Context: an optimization exercise on an open-source flow, tuned for a short achievable clock period and few clock cycles per item. The choices shown serve that exercise and are no tape-out recipe. Function was checked by simulation only, so behaviour that the tests miss may differ from the original. Power and IR drop assume default switching activity.

<file path="design/flow/config.mk">
export PLATFORM = sky130hd
export DESIGN_NAME = matmul_engine
export DESIGN_NICKNAME = matmul_engine
export VERILOG_FILES = /design/flow/design.v
export SDC_FILE = /design/flow/constraint.sdc
export NUM_CORES = 4
export LEC_CHECK = 0
export CAP_MARGIN = 20
export CORE_MARGIN = 2
export CORE_UTILIZATION = 35
export SLEW_MARGIN = 20
</file>
<file path="design/flow/constraint.sdc">
create_clock -name core_clock -period 6.5 [get_ports {clk_i}]
set_input_delay 1.3000 -clock core_clock [delete_from_list [all_inputs] [get_ports {clk_i}]]
set_output_delay 1.3000 -clock core_clock [all_outputs]
set_load 0.01 [all_outputs]
</file>
<file path="design/flow/design.v">
package matmul_pkg;
    typedef enum logic [1:0] {
        ST_IDLE  = 2'd0,
        ST_LOAD  = 2'd1,
        ST_DRAIN = 2'd2,
        ST_DONE  = 2'd3
    } state_e;
    localparam int DEF_DATA_WIDTH = 8;
    localparam int DEF_BUS_WIDTH  = 16;
    localparam int DEF_DIM        = 8;
    localparam int SAT_GUARD_BITS = 1;
    function automatic int drain_last(input int dim);
        drain_last = 2 * dim - 2;
    endfunction
endpackage
module pe_sat
#(
    parameter int DATA_WIDTH = matmul_pkg::DEF_DATA_WIDTH,
    parameter int BUS_WIDTH  = matmul_pkg::DEF_BUS_WIDTH
) (
    input  logic                  clk_i,
    input  logic                  rst_i,
    input  logic                  load_i,
    input  logic [BUS_WIDTH-1:0]  init_i,
    input  logic [DATA_WIDTH-1:0] a_i,
    input  logic                  a_valid_i,
    input  logic [DATA_WIDTH-1:0] b_i,
    input  logic                  b_valid_i,
    output logic [DATA_WIDTH-1:0] a_o,
    output logic                  a_valid_o,
    output logic [DATA_WIDTH-1:0] b_o,
    output logic                  b_valid_o,
    output logic [BUS_WIDTH-1:0]  acc_o,
    output logic                  flag_o
);
    localparam int PW = 2 * DATA_WIDTH;
    localparam int SW = BUS_WIDTH + matmul_pkg::SAT_GUARD_BITS;
    logic [BUS_WIDTH-1:0]  acc_q, acc_d;
    logic                  flag_q, flag_d;
    logic [DATA_WIDTH-1:0] a_q, a_d, b_q, b_d;
    logic                  a_valid_q, a_valid_d, b_valid_q, b_valid_d;
    logic signed [PW-1:0] prod;
    logic        [SW-1:0] sum;
    logic                 overflow;
    assign prod     = $signed(a_i) * $signed(b_i);
    assign sum      = {{matmul_pkg::SAT_GUARD_BITS{acc_q[BUS_WIDTH-1]}}, acc_q}
                    + {{(SW-PW){prod[PW-1]}}, prod};
    assign overflow = sum[SW-1] != sum[BUS_WIDTH-1];
    always_comb begin
        acc_d     = acc_q;
        flag_d    = flag_q;
        a_d       = a_i;
        a_valid_d = a_valid_i;
        b_d       = b_i;
        b_valid_d = b_valid_i;
        if (load_i) begin
            acc_d  = init_i;
            flag_d = 1'b0;
        end else if (a_valid_i && b_valid_i) begin
            if (overflow) begin
                acc_d  = sum[SW-1] ? {1'b1, {(BUS_WIDTH-1){1'b0}}}
                                   : {1'b0, {(BUS_WIDTH-1){1'b1}}};
                flag_d = 1'b1;
            end else begin
                acc_d = sum[BUS_WIDTH-1:0];
            end
        end
    end
    always_ff @(posedge clk_i) begin
        if (rst_i) begin
            acc_q     <= '0;
            flag_q    <= 1'b0;
            a_q       <= '0;
            a_valid_q <= 1'b0;
            b_q       <= '0;
            b_valid_q <= 1'b0;
        end else begin
            acc_q     <= acc_d;
            flag_q    <= flag_d;
            a_q       <= a_d;
            a_valid_q <= a_valid_d;
            b_q       <= b_d;
            b_valid_q <= b_valid_d;
        end
    end
    assign a_o       = a_q;
    assign a_valid_o = a_valid_q;
    assign b_o       = b_q;
    assign b_valid_o = b_valid_q;
    assign acc_o     = acc_q;
    assign flag_o    = flag_q;
endmodule
module matmul_engine
#(
    parameter int DATA_WIDTH = matmul_pkg::DEF_DATA_WIDTH,
    parameter int BUS_WIDTH  = matmul_pkg::DEF_BUS_WIDTH,
    parameter int DIM        = matmul_pkg::DEF_DIM
) (
    input  logic                          clk_i,
    input  logic                          rst_i,
    input  logic                          start_i,
    input  logic                          mode_i,
    input  logic [DIM*DATA_WIDTH-1:0]     a_col_i,
    input  logic [DIM*DATA_WIDTH-1:0]     b_row_i,
    input  logic                          op_valid_i,
    output logic                          op_ready_o,
    input  logic [DIM*DIM*BUS_WIDTH-1:0]  c_i,
    output logic [DIM*DIM*BUS_WIDTH-1:0]  m_o,
    output logic [DIM*DIM-1:0]            flags_o,
    output logic                          busy_o,
    output logic                          done_o,
    output logic [$clog2(DIM+1)-1:0]      beat_cnt_o
);
    localparam int CW  = $clog2(DIM + 1);
    localparam int DCW = $clog2(2 * DIM);
    matmul_pkg::state_e          state_q, state_d;
    logic [CW-1:0]   beat_cnt_q, beat_cnt_d;
    logic [DCW-1:0]  drain_cnt_q, drain_cnt_d;
    logic            op_ready_q, op_ready_d;
    logic            busy_q, busy_d;
    logic            done_q, done_d;
    logic start_ok;
    logic accept;
    logic [DATA_WIDTH-1:0] a_h [DIM][DIM];
    logic                  av_h [DIM][DIM];
    logic [DATA_WIDTH-1:0] b_v [DIM][DIM];
    logic                  bv_v [DIM][DIM];
    logic [DATA_WIDTH:0]   a_sink_unused [DIM];
    logic [DATA_WIDTH:0]   b_sink_unused [DIM];
    assign start_ok = start_i && ((state_q == matmul_pkg::ST_IDLE) || (state_q == matmul_pkg::ST_DONE));
    assign accept   = op_valid_i && op_ready_q;
    always_comb begin
        state_d     = state_q;
        beat_cnt_d  = beat_cnt_q;
        drain_cnt_d = drain_cnt_q;
        case (state_q)
            matmul_pkg::ST_IDLE, matmul_pkg::ST_DONE: begin
                state_d = matmul_pkg::ST_IDLE;
                if (start_ok) begin
                    state_d    = matmul_pkg::ST_LOAD;
                    beat_cnt_d = '0;
                end
            end
            matmul_pkg::ST_LOAD: begin
                if (accept) begin
                    beat_cnt_d = beat_cnt_q + CW'(1);
                    if (beat_cnt_q == CW'(DIM - 1)) begin
                        state_d     = matmul_pkg::ST_DRAIN;
                        drain_cnt_d = '0;
                    end
                end
            end
            matmul_pkg::ST_DRAIN: begin
                if (drain_cnt_q == DCW'(matmul_pkg::drain_last(DIM))) begin
                    state_d = matmul_pkg::ST_DONE;
                end else begin
                    drain_cnt_d = drain_cnt_q + DCW'(1);
                end
            end
            default: state_d = matmul_pkg::ST_IDLE;
        endcase
        op_ready_d = (state_d == matmul_pkg::ST_LOAD);
        busy_d     = (state_d == matmul_pkg::ST_LOAD) || (state_d == matmul_pkg::ST_DRAIN);
        done_d     = (state_d == matmul_pkg::ST_DONE);
    end
    always_ff @(posedge clk_i) begin
        if (rst_i) begin
            state_q     <= matmul_pkg::ST_IDLE;
            beat_cnt_q  <= '0;
            drain_cnt_q <= '0;
            op_ready_q  <= 1'b0;
            busy_q      <= 1'b0;
            done_q      <= 1'b0;
        end else begin
            state_q     <= state_d;
            beat_cnt_q  <= beat_cnt_d;
            drain_cnt_q <= drain_cnt_d;
            op_ready_q  <= op_ready_d;
            busy_q      <= busy_d;
            done_q      <= done_d;
        end
    end
    assign op_ready_o = op_ready_q;
    assign busy_o     = busy_q;
    assign done_o     = done_q;
    assign beat_cnt_o = beat_cnt_q;
    for (genvar i = 0; i < DIM; i++) begin : g_skew
        if (i == 0) begin : g_direct
            assign a_h[0][0]  = a_col_i[DATA_WIDTH-1:0];
            assign av_h[0][0] = accept;
            assign b_v[0][0]  = b_row_i[DATA_WIDTH-1:0];
            assign bv_v[0][0] = accept;
        end else begin : g_delay
            logic [DATA_WIDTH:0] a_sk_q [i];
            logic [DATA_WIDTH:0] a_sk_d [i];
            logic [DATA_WIDTH:0] b_sk_q [i];
            logic [DATA_WIDTH:0] b_sk_d [i];
            always_comb begin
                a_sk_d[0] = {accept, a_col_i[i*DATA_WIDTH +: DATA_WIDTH]};
                b_sk_d[0] = {accept, b_row_i[i*DATA_WIDTH +: DATA_WIDTH]};
                for (int s = 1; s < i; s++) begin
                    a_sk_d[s] = a_sk_q[s-1];
                    b_sk_d[s] = b_sk_q[s-1];
                end
            end
            always_ff @(posedge clk_i) begin
                if (rst_i) begin
                    for (int s = 0; s < i; s++) begin
                        a_sk_q[s] <= '0;
                        b_sk_q[s] <= '0;
                    end
                end else begin
                    for (int s = 0; s < i; s++) begin
                        a_sk_q[s] <= a_sk_d[s];
                        b_sk_q[s] <= b_sk_d[s];
                    end
                end
            end
            assign a_h[i][0]  = a_sk_q[i-1][DATA_WIDTH-1:0];
            assign av_h[i][0] = a_sk_q[i-1][DATA_WIDTH];
            assign b_v[0][i]  = b_sk_q[i-1][DATA_WIDTH-1:0];
            assign bv_v[0][i] = b_sk_q[i-1][DATA_WIDTH];
        end
    end
    for (genvar i = 0; i < DIM; i++) begin : g_row
        for (genvar j = 0; j < DIM; j++) begin : g_col
            logic [DATA_WIDTH-1:0] a_fwd, b_fwd;
            logic                  a_fwd_v, b_fwd_v;
            pe_sat #(
                .DATA_WIDTH (DATA_WIDTH),
                .BUS_WIDTH  (BUS_WIDTH)
            ) u_pe (
                .clk_i     (clk_i),
                .rst_i     (rst_i),
                .load_i    (start_ok),
                .init_i    (mode_i ? c_i[(i*DIM+j)*BUS_WIDTH +: BUS_WIDTH] : '0),
                .a_i       (a_h[i][j]),
                .a_valid_i (av_h[i][j]),
                .b_i       (b_v[i][j]),
                .b_valid_i (bv_v[i][j]),
                .a_o       (a_fwd),
                .a_valid_o (a_fwd_v),
                .b_o       (b_fwd),
                .b_valid_o (b_fwd_v),
                .acc_o     (m_o[(i*DIM+j)*BUS_WIDTH +: BUS_WIDTH]),
                .flag_o    (flags_o[i*DIM+j])
            );
            if (j < DIM - 1) begin : g_pass_a
                assign a_h[i][j+1]  = a_fwd;
                assign av_h[i][j+1] = a_fwd_v;
            end else begin : g_sink_a
                assign a_sink_unused[i] = {a_fwd_v, a_fwd};
            end
            if (i < DIM - 1) begin : g_pass_b
                assign b_v[i+1][j]  = b_fwd;
                assign bv_v[i+1][j] = b_fwd_v;
            end else begin : g_sink_b
                assign b_sink_unused[j] = {b_fwd_v, b_fwd};
            end
        end
    end
endmodule
</file>
<file path="design/flow/run.sh">
#!/bin/bash
# synth_recipe.tcl (not shown) runs the flow's synth.tcl, then flattens the netlist and writes it again
# the make line also repeats each setting of config.mk as NAME=value (left out here)
make -C /OpenROAD-flow-scripts/flow DESIGN_CONFIG=/design/flow/config.mk WORK_HOME=/design/flow/orfs CLKGATE_MAP_FILE= SYNTH_SCRIPT=/design/flow/synth_recipe.tcl finish
</file>
==> summary.txt <==
Synthesis
  • Post-synthesis cell area: 0.279 sq mm
  • Synthesized Nets: 37,496
  • Ys async rst share: 0%
  • Synth warnings: 70
  • Cells after synthesis: 28,971
  • Top post-synthesis cells by area: fa_1 35%, dfxtp_1 18%, ha_1 11%
  • Sequential share of the synthesized area: 17.7%
  • Yosys top cell by area: fa_1
  • Yosys cell types: 80
  • Synth top cells by count: 5,133 x inv_1, 4,864 x fa_1, 2,504 x ha_1, 2,459 x dfxtp_1, 2,058 x and2_1
  • Syn Area/Cell: 9.62 sq um
  • Post-synth EDFFs: 0
  • Synthesized flop and latch total: 2,459
  • Top cell type's share of synthesized area: 34.9%
  • Most frequent cell after synthesis: inv_1
  • Post-synth top flop: dfxtp_1

Flow run
  • Max cap viols: 0

STA
  • Worst Setup Slack, final: 0.231 ns
  • Clock skew: 0.0823 ns
  • Setup violators final: 0
  • Fmax: 0.160 GHz
  • Final worst path period need: 6.27 ns
  • Unrepaired setup endpoints after global routing: true
  • Setup TNS: 0 ns
  • Final Max Slew Viols: 0
  • Slew HR: 9.46%
  • Worst slew pin tran: 1.36 ns
  • WHS: 0.391 ns
  • Final hold viol count: 0
  • Final period util: 96.4%

GRT
  • Largest net degree at the start of global routing: 195
  • Vias in the first global route: 225,992
  • Total track usage: 28.3%
  • Total grt overflow: 0
  • Antenna violations before repair: 312
  • First-pass GRT wire length: 1,640,000 um

Pwr
  • Lkg Pwr: 160 nW
  • VDD IR max: 0.432 mV
  • PnR Total Power: 53.7 mW
  • Power density cells: 163 mW/mm^2

Worst setup path
  • Crit path DAT: 7.16 ns
  • Critical Path Source Type: flip-flop
  • CP Buf/Inv Count: 4
  • Critical path's slowest cell: dfxtp_1
  • Crit-path max FO: 14
  • WP data required: 7.40 ns
  • WS Path Type: reg2reg
  • Crit end category: flip-flop
  • CP Cell Sequence: and2_1 -> buf_4 -> inv_1 -> fa_1 -> inv_1 -> fa_1 -> fa_1 -> fa_1 -> fa_1 -> ha_1 -> and3_1 -> a21oi_1 -> a31oi_1 -> a221oi_1 -> xnor2_1 -> a21oi_1 -> buf_4 -> a22oi_1 -> a211oi_1
  • CP peak stage delay: 0.68 ns
  • R2R Setup Slk: 0.23 ns
  • CP delay by family, top: adder cells
  • Critical path's most frequent cell: fa_1

Place
  • Port bufs: 2,251
  • Setup WS pre-CTS: -0.351 ns
  • GPL Wtd Cong: 0.984
  • Hpwl dp: 976,000 um
  • Placed instance area: 0.315 sq mm

Clocking
  • Clk pin slew, worst setup/hold paths: 0.07 ns
  • CTS tree: built
  • Clk sinks: 2,459
  • Post-CTS Setup Repair Bufs: 0
  • Clock tree buffer depth: 4
  • H-tree depth: 5
  • Post_cts resized: 1
  • Cts bufs inserted: 329
  • CTS Hold Bufs: 0
  • Clock Tree Root: clkbuf_16
  • Worst skew pair latency: 1.07 ns

Die
  • Chip height: 897 um
  • Die width: 897 um
  • Core Area: 0.793 sq mm
  • Core Rows: 327
  • IO Count: 2,252
  • Starting Density: 35.1%
  • DIE AREA: 0.804 sq mm

Final layout
  • Share of post-route cells with drive strength above 1: 4.07%
  • Non-Filler Cell Area, Final: 0.328 sq mm
  • Layout area overhead: 17.8%
  • Nets: 39,668

Drt
  • DRC: 0
  • Routed Antenna Nets: 0
  • Routed wire length: 1,160,000 um
  • Vias/cell: 5.12
  • Via count: 217,083
  • Drt wl/cell: 27.3 um
  • Initial DRC count: 16,540
  • TritonRoute pass-1 iters: 8

Min path
  • Worst min path class: reg2reg

Outcome
  • Status: finished clean
==> path summary, 6_finish.rpt <==
check                                  from                         endpoint  cells past startpoint
max reg2reg   g_row[6].g_col[3].u_pe.a_q[7]  g_row[6].g_col[4].u_pe.acc_q[2]                     19
max           g_row[6].g_col[3].u_pe.a_q[7]  g_row[6].g_col[4].u_pe.acc_q[2]                     19
min reg2reg  g_skew[2].g_delay.b_sk_q[0][7]   g_skew[2].g_delay.b_sk_q[1][7]                      1
min          g_skew[2].g_delay.b_sk_q[0][7]   g_skew[2].g_delay.b_sk_q[1][7]                      1
==> worst register-to-register path, delay by kind of cell (launching register included) <==
family / cells / cell delay (ns)
adders and majority gates: 6 / 2.73
AOI/OAI and AO/OA: 6 / 1.08
DFF: 1 / 0.68
buffers and inverters: 4 / 0.63
xor gates and xnor gates: 1 / 0.62
and+or+nand+nor: 2 / 0.39
==> final cells by class <==
type                            count  area (sq um)
Antenna cell                      456          1140
Inverter                         5201         19500
Sequential cell                  2459         49200
Clock buffer                      430          9160
Fill cell                       77459        465000
Timing Repair Buffer             2834         27400
Multi-Input combinational cell  20318        206000
Clock inverter                    172          2370
Tap cell                        10528         13200
==> cell families (layout without fill, tap and decap cells) <==
logic type	count (synthesis)	count (layout)	synth area share, %
simple gates	7704	7704	13.9
fa+ha+maj	7380	7380	46.2
buf+inv	6194	8637	8.43
compound gates	4039	4039	10.0
flops	2459	2459	17.7
xor+xnor	1187	1187	3.73
mux	8	8	0.0296
other cells	0	456	0
==> placed cells by master (no fill, tap or decap), types with 334 or more instances in the layout <==
cell / netlist / routed
nor2b_1: 1341 / 1330
and2_1: 2058 / 2055
nor2_1: 1777 / 1774
diode_2: 0 / 456
a211oi_1: 962 / 961
buf_4: 65 / 547
a22oi_1: 726 / 726
a21o_1: 334 / 334
a21oi_1: 717 / 703
o21ai_0: 426 / 406
clkdlybuf4s50_1: 0 / 2249
inv_1: 5133 / 5129
ha_1: 2504 / 2504
nand2_1: 1830 / 1817
dfxtp_1: 2459 / 2450
fa_1: 4864 / 4864
xnor2_1: 1024 / 1020
==> routing by layer <==
layer | vias up | share of wire, % | global-route usage, %
li1 | 96391 | - | -
met1 | 110545 | 38 | 33.8
met2 | 7877 | 44 | 43.6
met3 | 2144 | 8.2 | 7.27
met4 | 126 | 9.6 | 22.1
met5 | - | 0.070 | 0
==> report_power, final <==
part | switching (mW) | internal (mW)
clock network | 8.45 | 11.5
registers | 1.44 | 15.9
logic | 9.37 | 7.04
total | 19.3 | 34.4
==> state kept, by name, summed over array words and instances (netlist names) <==
register	flops
g_row.g_col.u_pe.acc_q	1024
g_skew.g_delay.a_sk_q	231
g_row.g_col.u_pe.a_q	448
g_row.g_col.u_pe.flag_q	64
busy_q	1
done_q	1
g_row.g_col.u_pe.b_q	448
drain_cnt_q	4
state_q	2
g_row.g_col.u_pe.a_valid_q	1
beat_cnt_q	4
g_skew.g_delay.b_sk_q	224
op_ready_q	1
g_row.g_col.u_pe.b_valid_q	6
==> stage by stage <==
step | std cells | utilization (%)
2_1_floorplan | 28971 | -
4_1_cts | 41937 | 41.2
5_1_grt | 42319 | 41.4
6_report | 42398 | 41.4
3_5_place_dp | 41335 | 39.8
3_3_place_gp | 41332 | 39.8
Testbench counts, summed over its fixed seeds: cycles 38,408, items 1,600.

[separate check: timing with driven ports]
No port has a modelled driver above. Below, the same layout with a new extraction and two added sets of constraints.
Step 1, drivers: a clkbuf_16 drives clk_i and a buf_2 each remaining input, both assumed.
Step 2 adds t to the input delays and takes it off the output delays; t is the mean of the earliest and latest rising clock arrival at the registers after step 1. Input paths then give back, and output paths get back, about the clock's delay inside the block.
a / b / c = no drivers / after step 1 / after step 2; a / b = the first two.
t (ns): 1.160
slack for setup (ns): 0.231 / 0.231 / -0.461
hold WS [ns]: 0.391 / 0.391 / 0.391
Met with ideal ports but missed after step 2: setup timing in this run. The setup slack of this run moves by 0.000 ns with the drivers and by -0.692 ns with both steps.
